This design comes from an exercise in tuning for small area and a short achievable clock period on the open sky130 flow, not from production work. In this exercise RTL edits were held to simulation tests only and were not proved equivalent to the original. No activity file was given, so power comes from the tool's default toggle rates.

==> fjord: inputs <==
==> flow/design.v <==
package doodlePkg;
	localparam logic [1:0] StMenu = 2'd0;
	localparam logic [1:0] StPlay = 2'd1;
	localparam logic [1:0] StPause = 2'd2;
	localparam logic [1:0] StOver = 2'd3;
	localparam logic [2:0] KcNone = 3'd0;
	localparam logic [2:0] KcLeftA = 3'd1;  
	localparam logic [2:0] KcLeftB = 3'd2;  
	localparam logic [2:0] KcRightA = 3'd3;  
	localparam logic [2:0] KcRightB = 3'd4;  
	localparam logic [2:0] KcStart = 3'd5;  
	localparam logic [2:0] KcPause = 3'd6;  
	localparam logic [7:0] SlotEasy = 8'd57;  
	localparam logic [7:0] SlotNormal = 8'd82;  
	localparam logic [7:0] SlotHard = 8'd107;  
endpackage
module keyDecoder
(
	input logic [7:0] keycode,
	input logic [2:0] lastKc,
	output logic [2:0] kc,  
	output logic leftKey,  
	output logic rightKey,
	output logic leftPress,  
	output logic rightPress,
	output logic startPress,
	output logic pausePress
);
	logic mLa, mLb, mRa, mRb, mS, mP;
	assign mLa = (keycode == 8'd4);
	assign mLb = (keycode == 8'd80);
	assign mRa = (keycode == 8'd7);
	assign mRb = (keycode == 8'd79);
	assign mS = (keycode == 8'd40);
	assign mP = (keycode == 8'd19);
	assign kc[0] = mLa | mRa | mS;
	assign kc[1] = mLb | mRa | mP;
	assign kc[2] = mRb | mS | mP;
	assign leftKey = mLa | mLb;
	assign rightKey = mRa | mRb;
	assign leftPress = (mLa & (lastKc != doodlePkg::KcLeftA)) | (mLb & (lastKc != doodlePkg::KcLeftB));
	assign rightPress = (mRa & (lastKc != doodlePkg::KcRightA)) | (mRb & (lastKc != doodlePkg::KcRightB));
	assign startPress = mS & (lastKc != doodlePkg::KcStart);
	assign pausePress = mP & (lastKc != doodlePkg::KcPause);
endmodule
module gameStateCtrl
(
	input logic [1:0] state,
	input logic [1:0] difficulty,
	input logic leftPress,
	input logic rightPress,
	input logic startPress,
	input logic pausePress,
	input logic floorHit,
	output logic [1:0] stateNext,
	output logic [1:0] difficultyNext
);
	always_comb
	begin
		stateNext = state;
		difficultyNext = difficulty;
		case (state)
			doodlePkg::StMenu:
			begin
				if (startPress)
					stateNext = doodlePkg::StPlay;
				if (rightPress)
					difficultyNext = (difficulty == 2'd0) ? 2'd1 : (difficulty == 2'd1) ? 2'd2 : 2'd0;
				else if (leftPress)
					difficultyNext = (difficulty == 2'd0) ? 2'd2 : (difficulty == 2'd2) ? 2'd1 : 2'd0;
			end
			doodlePkg::StPlay:
			begin
				if (floorHit)
					stateNext = doodlePkg::StOver;
				else if (pausePress)
					stateNext = doodlePkg::StPause;
			end
			doodlePkg::StPause:
			begin
				if (pausePress)
					stateNext = doodlePkg::StPlay;
			end
			default:
			begin
				if (startPress)
					stateNext = doodlePkg::StMenu;
			end
		endcase
	end
endmodule
module geTree8
(
	input logic [7:0] a,
	input logic [7:0] nb,
	input logic cin,
	output logic ge
);
	logic [7:0] g, p;
	logic [3:0] g2, p2;
	logic [1:0] g4, p4;
	logic g8, p8;
	assign g = a & nb;
	assign p = a | nb;
	genvar i;
	generate
		for (i = 0; i < 4; i++)
		begin : gL1
			assign g2[i] = g[2*i+1] | (p[2*i+1] & g[2*i]);
			assign p2[i] = p[2*i+1] & p[2*i];
		end
		for (i = 0; i < 2; i++)
		begin : gL2
			assign g4[i] = g2[2*i+1] | (p2[2*i+1] & g2[2*i]);
			assign p4[i] = p2[2*i+1] & p2[2*i];
		end
	endgenerate
	assign g8 = g4[1] | (p4[1] & g4[0]);
	assign p8 = p4[1] & p4[0];
	assign ge = g8 | (p8 & cin);
endmodule
module ge3
(
	input logic [2:0] a,
	input logic [2:0] nb,
	output logic ge
);
	logic c1, c2;
	assign c1 = a[0] | nb[0];
	assign c2 = (a[1] & nb[1]) | ((a[1] | nb[1]) & c1);
	assign ge = (a[2] & nb[2]) | ((a[2] | nb[2]) & c2);
endmodule
module gt3
(
	input logic [2:0] a,
	input logic [2:0] nb,
	output logic gt
);
	logic c1, c2;
	assign c1 = a[0] & nb[0];
	assign c2 = (a[1] & nb[1]) | ((a[1] | nb[1]) & c1);
	assign gt = (a[2] & nb[2]) | ((a[2] | nb[2]) & c2);
endmodule
module eq6
(
	input logic [5:0] a,
	input logic [5:0] b,
	input logic z,
	output logic eq
);
	assign eq = ~z & (a == b);
endmodule
module objHit
(
	input logic [20:0] obj,  
	input logic [5:0] aH,  
	input logic [5:0] aH1,  
	input logic [2:0] aL,  
	input logic [2:0] naL,  
	input logic mNeg,  
	input logic [7:0] nm,  
	input logic [7:0] nn,  
	output logic hit
);
	logic [9:0] ox, oy;
	logic loOk, hiFail, geL, gtL, eqA, eqB;
	assign ox = obj[20:11];
	assign oy = obj[10:1];
	eq6 cEqA (.a(oy[8:3]), .b(aH), .z(oy[9]), .eq(eqA));
	eq6 cEqB (.a(oy[8:3]), .b(aH1), .z(oy[9]), .eq(eqB));
	ge3 cGeL (.a(oy[2:0]), .nb(naL), .ge(geL));
	gt3 cGtL (.a(oy[2:0]), .nb(naL), .gt(gtL));  
	geTree8 cLo (.a(ox[9:2]), .nb(nm), .cin(ox[1]), .ge(loOk));
	geTree8 cHi (.a(ox[9:2]), .nb(nn), .cin(ox[1] & ox[0]), .ge(hiFail));
	assign hit = obj[0] & ((eqA & geL) | (eqB & ~gtL)) & (mNeg | loOk) & ~hiFail;
endmodule
module hitDetector
(
	input logic [7:0] xk,  
	input logic [8:0] y,  
	input logic [167:0] platforms,  
	input logic [41:0] springs,
	output logic [7:0] platHit,
	output logic [1:0] springHit
);
	logic [8:0] yA;  
	logic [5:0] aH, aH1;
	logic [2:0] aL;
	assign yA = y + 9'd28;
	assign aL = yA[2:0];
	assign aH = yA[8:3];
	assign aH1 = aH + 6'd1;  
	logic [8:0] pM, sM;
	logic [7:0] pN, sN;
	assign pM = {1'b0, xk} - 9'd14;
	assign pN = xk + 8'd14;
	assign sM = {1'b0, xk} - 9'd10;
	assign sN = xk + 8'd10;
	genvar i;
	generate
		for (i = 0; i < 8; i++)
		begin : gPlat
			objHit test (.obj(platforms[i*21 +: 21]), .aH(aH), .aH1(aH1), .aL(aL), .naL(~aL),
				.mNeg(pM[8]), .nm(~pM[7:0]), .nn(~pN), .hit(platHit[i]));
		end
		for (i = 0; i < 2; i++)
		begin : gSpring
			objHit test (.obj(springs[i*21 +: 21]), .aH(aH), .aH1(aH1), .aL(aL), .naL(~aL),
				.mNeg(sM[8]), .nm(~sM[7:0]), .nn(~sN), .hit(springHit[i]));
		end
	endgenerate
endmodule
module doodleMotion
(
	input logic [1:0] state,
	input logic [1:0] difficulty,
	input logic leftKey,
	input logic rightKey,
	input logic platAny,
	input logic springAny,
	input logic [7:0] xk,  
	input logic [8:0] y,
	input logic [5:0] sp,  
	input logic [19:0] score,
	input logic [1:0] gravCnt,
	input logic prevMenu,  
	output logic [7:0] xkNext,
	output logic [8:0] yNext,
	output logic [5:0] spNext,
	output logic [7:0] scrollNext,
	output logic [19:0] scoreNext,
	output logic [1:0] gravCntNext,
	output logic floorHit
);
	logic [1:0] gravNext;
	logic menu, play, enterPlay, falling, onFloor, gravStep, rising, doScroll;
	logic [9:0] newY;  
	logic [7:0] excess;
	logic [8:0] lowSum;
	logic [7:0] xkMoved, slot;
	logic [5:0] fallSpeed;
	assign menu = (state == doodlePkg::StMenu);
	assign play = (state == doodlePkg::StPlay);
	assign enterPlay = play & prevMenu;
	assign falling = ~sp[5];
	assign onFloor = (y >= 9'd447);
	assign newY = {1'b0, y} + {{4{sp[5]}}, sp};
	assign rising = sp[5] & (newY[9] | (newY[8:0] < 9'd240));  
	assign excess = 8'd240 - newY[7:0];
	assign gravStep = (gravCnt == 2'd2);
	assign gravNext = gravStep ? 2'd0 : gravCnt + 2'd1;
	assign fallSpeed = (gravStep & (sp[5] | (sp < 6'd12))) ? sp + 6'd1 : sp;
	always_comb
	begin
		xkMoved = xk + {{7{leftKey}}, leftKey | rightKey};
		if (leftKey & (xk == 8'd0))
			xkMoved = 8'd159;
		else if (~leftKey & rightKey & (xk == 8'd159))
			xkMoved = 8'd0;
	end
	always_comb
	begin
		case (difficulty)
			2'd0: slot = doodlePkg::SlotEasy;
			2'd1: slot = doodlePkg::SlotNormal;
			default: slot = doodlePkg::SlotHard;
		endcase
	end
	assign lowSum = {1'b0, score[7:0]} + {1'b0, excess};
	assign doScroll = play & ~prevMenu & ~(falling & (springAny | platAny | onFloor)) & rising;
	always_comb
	begin
		xkNext = xk;
		yNext = y;
		spNext = sp;
		floorHit = 1'b0;
		if (menu)
		begin
			xkNext = slot;
			if (falling & onFloor)
				spNext = 6'd52;  
			else
			begin
				yNext = newY[8:0];
				spNext = fallSpeed;
			end
		end
		else if (enterPlay)
		begin
			yNext = 9'd100;
			spNext = '0;
		end
		else if (play)
		begin
			xkNext = xkMoved;
			if (falling & springAny)
				spNext = 6'd44;  
			else if (falling & platAny)
				spNext = 6'd52;  
			else if (falling & onFloor)
			begin
				floorHit = 1'b1;
				xkNext = xk;
			end
			else
			begin
				spNext = fallSpeed;
				yNext = rising ? 9'd240 : newY[8:0];
			end
		end
	end
	assign scrollNext = doScroll ? excess : 8'd0;
	assign scoreNext = (menu | enterPlay) ? 20'd0 :
		doScroll ? {score[19:8] + {11'd0, lowSum[8]}, lowSum[7:0]} : score;
	assign gravCntNext = enterPlay ? 2'd0 : (menu | play) ? gravNext : gravCnt;
endmodule
module doodleGame
(
	input logic Reset,  
	input logic frame_clk,  
	input logic [7:0] keycode,
	input logic [167:0] platforms,  
	input logic [41:0] springs,  
	output logic [19:0] sprite,  
	output logic [9:0] speed,
	output logic [9:0] scroll,
	output logic [19:0] score,
	output logic [1:0] state,
	output logic [1:0] difficulty,
	output logic [7:0] platHit
);
	logic [2:0] lastKc, kc;
	logic [7:0] xk, xkNext;
	logic [8:0] y, yNext;
	logic [5:0] sp, spNext;
	logic [7:0] scroll8, scrollNext;
	logic [19:0] scoreNext;
	logic [1:0] gravCnt, gravCntNext, stateNext, difficultyNext;
	logic prevMenu;
	logic leftKey, rightKey, leftPress, rightPress, startPress, pausePress;
	logic floorHit;
	logic [1:0] springHit;
	keyDecoder keys
	(
		.keycode(keycode),
		.lastKc(lastKc),
		.kc(kc),
		.leftKey(leftKey),
		.rightKey(rightKey),
		.leftPress(leftPress),
		.rightPress(rightPress),
		.startPress(startPress),
		.pausePress(pausePress)
	);
	gameStateCtrl control
	(
		.state(state),
		.difficulty(difficulty),
		.leftPress(leftPress),
		.rightPress(rightPress),
		.startPress(startPress),
		.pausePress(pausePress),
		.floorHit(floorHit),
		.stateNext(stateNext),
		.difficultyNext(difficultyNext)
	);
	hitDetector detect
	(
		.xk(xk),
		.y(y),
		.platforms(platforms),
		.springs(springs),
		.platHit(platHit),
		.springHit(springHit)
	);
	doodleMotion motion
	(
		.state(state),
		.difficulty(difficulty),
		.leftKey(leftKey),
		.rightKey(rightKey),
		.platAny(|platHit),
		.springAny(|springHit),
		.xk(xk),
		.y(y),
		.sp(sp),
		.score(score),
		.gravCnt(gravCnt),
		.prevMenu(prevMenu),
		.xkNext(xkNext),
		.yNext(yNext),
		.spNext(spNext),
		.scrollNext(scrollNext),
		.scoreNext(scoreNext),
		.gravCntNext(gravCntNext),
		.floorHit(floorHit)
	);
	always_ff @(posedge Reset or posedge frame_clk)
	begin
		if (frame_clk)
		begin
			lastKc <= doodlePkg::KcNone;
			state <= doodlePkg::StMenu;
			difficulty <= 2'd1;
			xk <= doodlePkg::SlotNormal;
			y <= 9'd100;
			sp <= '0;
			scroll8 <= '0;
			score <= '0;
			gravCnt <= '0;
			prevMenu <= 1'b1;
		end
		else
		begin
			lastKc <= kc;
			state <= stateNext;
			difficulty <= difficultyNext;
			xk <= xkNext;
			y <= yNext;
			sp <= spNext;
			scroll8 <= scrollNext;
			score <= scoreNext;
			gravCnt <= gravCntNext;
			prevMenu <= (state == doodlePkg::StMenu);
		end
	end
	assign sprite = {xk, 2'b10, 1'b0, y};
	assign speed = {{4{sp[5]}}, sp};
	assign scroll = {2'b00, scroll8};
endmodule
==> flow/flow/run.sh <==
#!/bin/bash
set -e
export BUFFER_PORTS_ARGS="-buffer_cell sky130_fd_sc_hd__buf_1"
bash standard.sh > standard.log 2>&1
==> flow/standard.sh <==
#!/bin/bash
# synth_recipe.tcl (not shown) runs the flow's synth.tcl, then flattens the netlist and writes it again
# the make line also repeats each setting of config.mk as NAME=value (left out here)
make -C /OpenROAD-flow-scripts/flow DESIGN_CONFIG=/design/flow/config.mk WORK_HOME=/design/flow/orfs CLKGATE_MAP_FILE= SYNTH_SCRIPT=/design/flow/synth_recipe.tcl "${@:-finish}"
==> flow/config.mk <==
export PLATFORM = sky130hd
export DESIGN_NAME = doodleGame
export DESIGN_NICKNAME = doodleGame
export VERILOG_FILES = /design/flow/design.v
export SDC_FILE = /design/flow/constraint.sdc
export NUM_CORES = 4
export LEC_CHECK = 0
export CAP_MARGIN = 20
export CORE_MARGIN = 2
export CORE_UTILIZATION = 60
export SETUP_SLACK_MARGIN = 5
export SLEW_MARGIN = 20
export SYNTH_HIERARCHICAL = 1
export SYNTH_MINIMUM_KEEP_SIZE = 0
==> flow/constraint.sdc <==
create_clock -name core_clock -period 10.0 [get_ports {Reset}]
set_input_delay 2.0000 -clock core_clock [delete_from_list [all_inputs] [get_ports {Reset}]]
set_output_delay 2.0000 -clock core_clock [all_outputs]
set_load 0.01 [all_outputs]
==> indigo: changes against fjord <==
- CORE_UTILIZATION: 60 -> 40
==> results.txt <==
In indigo the register-to-register slack is better than in fjord, by 0.05 ns. Area after synthesis is the same in indigo and fjord. Between fjord and indigo, the lower first-iteration DRC count is in indigo (gap 31%, measured against indigo). Sequential share of layout area: indigo is lower than fjord (0.35 points). Design area: fjord is lower than indigo (about 2.8%). In fjord the fmax is lower than in indigo, by 1.0%. Of indigo and fjord, indigo has the higher count of clock-buffer cells in the layout (gap 4). Against fjord, the via count of indigo is smaller by about 3.3%. Of indigo and fjord, indigo has the higher die area (gap about 50%, measured against fjord).
==> figures <==
metric	fjord	indigo
Sequential Power Share	10.9%	10.2%
Post-Route Skew	0.00725 ns	0.00875 ns
Highest clock frequency the design can meet	171 MHz	172 MHz
Clk tree area frac	2.18%	2.22%
Post-DR wirelength/cell	19.3 µm	19.0 µm
Hpwl dp	24,400 µm	26,500 µm
Leakage power total	4.50 nW	4.62 nW
Sum of routed wire segments on met1	12,900 µm	15,200 µm
DR vias	11.7k	11.3k
Number of antenna violations at the first check in global routing	1	0
CLK BUF	11	15
Area growth from synthesis to layout	22.9%	26.4%
Placement row count	46	57
GRT met3 Usage	6.17%	2.75%
Fill count	1,269	2,417
Delay of the slowest cell on the worst path	0.65 ns	0.54 ns
Total wire length after detailed routing	34,000 µm	36,000 µm
Fraction of standard cell area that is sequential	12.9%	12.5%
DP Area	11,200 µm²	11,400 µm²
Status	timing/DRC/antenna clean	timing/DRC/antenna clean

[afterwards: timing with drivers on the ports]
How much do the figures lean on ideal ports? The routed layouts below were timed once more, with nothing changed but the port constraints.
Step 1: set_driving_cell puts a clkbuf_16 on Reset and a buf_2 on each other input, an assumption about the parent block.
Step 2 adds t to the input delays and takes it off the output delays; t is the mean of the earliest and latest rising clock arrival at the registers after step 1. Input paths then give back, and output paths get back, about the clock's delay inside the block.
a / b / c = ideal ports / drivers / drivers and shift; a / b = the first two.
run	t (ns)	setup slack, ns	hold WS [ns]	clock arrival spread, ns	worst register clock-pin slew, ns
fjord	0.366	4.137 / 4.100 / 4.164	0.542 / 0.542 / 0.542	0.007 / 0.008	0.05 / 0.05
indigo	0.362	4.197 / 4.162 / 4.162	0.537 / 0.537 / 0.537	0.008 / 0.009	0.06 / 0.06
After both steps every run listed still meets setup and hold. The setup slack of indigo, which loses most, moves by -0.035 ns with the drivers and by -0.035 ns with both steps.
